Background: an optimization exercise with open tools, aiming at small area, a short achievable clock period and few clock cycles. Do not read the settings as production practice. RTL that was checked went through simulation tests only; none was proved equivalent to the original. Power and IR drop assume default switching activity.

## v6
==> flow/design.v (excerpt) <==
module ipdc_top (
	input  logic             i_clk,
	input  logic             i_rst_n,
	input  logic             i_op_valid,
	input  logic [2:0]       i_op_mode,
	input  logic             i_in_valid,
	input  ipdc_pkg::pixel_t i_in_data,
	output logic             o_in_ready,
	output logic             o_out_valid,
	output ipdc_pkg::pixel_t o_out_data
);
	logic             wr0;
	logic             wr32;
	ipdc_pkg::pixel_t wr_data;
	logic             rd_valid;
	logic             rd_ycc;
	logic [15:0]      sel;
	ipdc_pkg::pixel_t tap_data;
	logic             s2_v;
	logic             s2_ycc;
	ipdc_pkg::pixel_t s2_d;
	op_ctrl u_op_ctrl (
		.i_clk       (i_clk),
		.i_rst_n     (i_rst_n),
		.i_op_valid  (i_op_valid),
		.i_op_mode   (i_op_mode),
		.i_in_valid  (i_in_valid),
		.i_in_data   (i_in_data),
		.o_in_ready  (o_in_ready),
		.o_wr0       (wr0),
		.o_wr32      (wr32),
		.o_wr_data   (wr_data),
		.o_rd_valid  (rd_valid),
		.o_rd_ycc    (rd_ycc),
		.o_sel       (sel)
	);
	image_buffer u_image_buffer (
  ...
==> flow/config.mk <==
export PLATFORM = sky130hd
export DESIGN_NAME = ipdc_top
export DESIGN_NICKNAME = ipdc_top
export VERILOG_FILES = /design/flow/design.v
export SDC_FILE = /design/flow/constraint.sdc
export NUM_CORES = 4
export LEC_CHECK = 0
export CAP_MARGIN = 20
export CORE_MARGIN = 2
export CORE_UTILIZATION = 70
export CTS_BUF_LIST = sky130_fd_sc_hd__clkbuf_8
export CTS_CLUSTER_DIAMETER = 50
export CTS_CLUSTER_SIZE = 16
export PLACE_DENSITY = 0.8
export SETUP_SLACK_MARGIN = 3.2
export SLEW_MARGIN = 20
==> flow/constraint.sdc <==
create_clock -name core_clock -period 5.5 [get_ports {i_clk}]
set_input_delay 1.1000 -clock core_clock [delete_from_list [all_inputs] [get_ports {i_clk}]]
set_output_delay 1.1000 -clock core_clock [all_outputs]
set_load 0.01 [all_outputs]
run.sh (not shown) runs the stock make flow with config.mk's settings and CLKGATE_MAP_FILE= SYNTH_SCRIPT=/design/flow/synth_recipe.tcl, a recipe that flattens the netlist after the stock synthesis.
v6 went all the way through synthesis, placement and routing and the layout is clean on timing, DRC and antenna.
Edits applied to the flow inputs when going from v6 to v7:
-- flow/config.mk --
<<< v6, line 9
export CORE_MARGIN = 2
export CORE_UTILIZATION = 70
export CTS_BUF_LIST = sky130_fd_sc_hd__clkbuf_8
>>> v7, line 9
export CORE_MARGIN = 2
export CORE_UTILIZATION = 60
export CTS_BUF_LIST = sky130_fd_sc_hd__clkbuf_8
<<< v6, line 13
export CTS_CLUSTER_SIZE = 16
export PLACE_DENSITY = 0.8
export SETUP_SLACK_MARGIN = 3.2
export SLEW_MARGIN = 20
>>> v7, line 13
export CTS_CLUSTER_SIZE = 16
export PLACE_DENSITY = 0.7
export SETUP_SLACK_MARGIN = 3.0
export SLEW_MARGIN = 20
Results
- v7 | status: complete | timing, DRC, antenna: pass
- Against v6, number of fill cells in the layout in v7 rose by more than a quarter.
- v7 vs. v6: largest driver fanout on the critical path increased by 1 relative to the old numbers; part of the total power dissipated in sequential elements shrank by 0.9 points; total routing resource utilization after global routing fell 4.8 points.
Function was not checked in any run of this note: the RTL went through the layout flow alone.

========
== run 1 ==
ipdc_top, a different RTL version from the one above (not shown whole).
Size in the first run: roughly 2800 cells after synthesis, roughly 1700 flip-flops, ~57 I/O pins.
Settings: LEC_CHECK=0, CAP_MARGIN=20, CORE_MARGIN=2, CORE_UTILIZATION=60, CTS_BUF_LIST=sky130_fd_sc_hd__clkbuf_8 sky130_fd_sc_hd__clkbuf_16, CTS_CLUSTER_DIAMETER=50, CTS_CLUSTER_SIZE=24, PLACE_DENSITY=0.7, SETUP_SLACK_MARGIN=3.4, SLEW_MARGIN=20; clock period 5.5 ns.
Testbench counts of run 1, summed over its fixed seeds: cycles 6,749.
Modified inputs, run 2 compared to run 1
-- flow/config.mk --
<<< run 1, line 9
export CORE_MARGIN = 2
export CORE_UTILIZATION = 60
export CTS_BUF_LIST = sky130_fd_sc_hd__clkbuf_8 sky130_fd_sc_hd__clkbuf_16
export CTS_CLUSTER_DIAMETER = 50
export CTS_CLUSTER_SIZE = 24
export PLACE_DENSITY = 0.7
export SETUP_SLACK_MARGIN = 3.4
>>> run 2, line 9
export CORE_MARGIN = 2
export CORE_UTILIZATION = 55
export CTS_BUF_LIST = sky130_fd_sc_hd__clkbuf_16
export CTS_CLUSTER_DIAMETER = 60
export CTS_CLUSTER_SIZE = 36
export PLACE_DENSITY = 0.65
export SETUP_SLACK_MARGIN = 3.4
==> comparison <==
Of run 2 and run 1, run 2 shows the lower setup slack, with run 1 above it.
The overall routing resource usage of run 2 falls short of that of run 1 by 1.7 points.
When run 2 is set beside run 1, its clock-pin slew reported for the worst setup and hold paths after clock tree synthesis turns out to be 0.04 ns larger.
The met2 layer usage reported by global route reported for run 2 is smaller than that of run 1 by 3.5 points.
Number of I/O port buffers came out exactly the same in run 2 and run 1.
Delta (run 2 minus run 1): post-place instance area picked up an extra 130 sq um; proportion of power drawn by combinational gates picked up an extra 0.9 points; area growth from synthesis to layout lost 2.1 points.
Area fraction in compound gates after synthesis: run 2 vs run 1 identical
Compared with run 1, in run 2 count of instances resized after the clock tree is built saw an increase; post-synthesis cell count held steady.
### run 2 -> run 3
==> flow/config.mk <==
export PLATFORM = sky130hd
export DESIGN_NAME = ipdc_top
export DESIGN_NICKNAME = ipdc_top
export VERILOG_FILES = /design/flow/design.v
export SDC_FILE = /design/flow/constraint.sdc
export NUM_CORES = 4
export LEC_CHECK = 0
export CAP_MARGIN = 20
export CORE_MARGIN = 2
export CORE_UTILIZATION = 60
export CTS_BUF_LIST = sky130_fd_sc_hd__clkbuf_16
export CTS_CLUSTER_DIAMETER = 55
export CTS_CLUSTER_SIZE = 32
export PLACE_DENSITY = 0.7
export SETUP_SLACK_MARGIN = 3.3
export SLEW_MARGIN = 20
[summary]
- Run 3 reached the final stage; the timing, DRC and antenna checks on its layout passed.
- Changes observed in run 3 relative to run 2: die area dropped 8.2%, length of routed met2 wiring barely changed, sequential share of layout area dropped 0.25 points, worst hold slack dropped 0.0040 ns, post-synthesis to final-layout area growth climbed 0.35 points.
- Final hold violation count came out exactly the same in run 3 and run 2.
- Looking at power per standard cell area, run 3 sits above run 2.

[static timing again, ports no longer ideal]
The flow's constraints put no driver on any port. The routed layouts listed below were extracted and timed again, unchanged, in two steps.
Step 1 sets driving cells, clkbuf_16 on the clock port and buf_2 on the other inputs (assumed; they add their load-dependent delay and slew).
Step 2 adds t to the input delays and takes it off the output delays; t is the mean of the earliest and latest rising clock arrival at the registers after step 1. Input paths then give back, and output paths get back, about the clock's delay inside the block.
Three values: no drivers, after step 1, after step 2; two values: the first two.
run | t (ns) | setup slack, ns | worst data-port slew with drivers (ns)
v6 | 0.809 | 3.107 / 3.045 / 2.512 | 0.14
v7 | 0.839 | 3.067 / 3.009 / 2.402 | 0.08
run 1 | 0.740 | 3.266 / 3.203 / 2.715 | 0.08
run 2 | 0.720 | 3.255 / 3.189 / 2.839 | 0.05
run 3 | 0.724 | 3.275 / 3.210 / 2.650 | 0.09
After both steps setup and hold are still met in every run listed. For v7, which loses most, drivers alone change the setup slack by -0.058 ns; drivers and shift together by -0.665 ns.
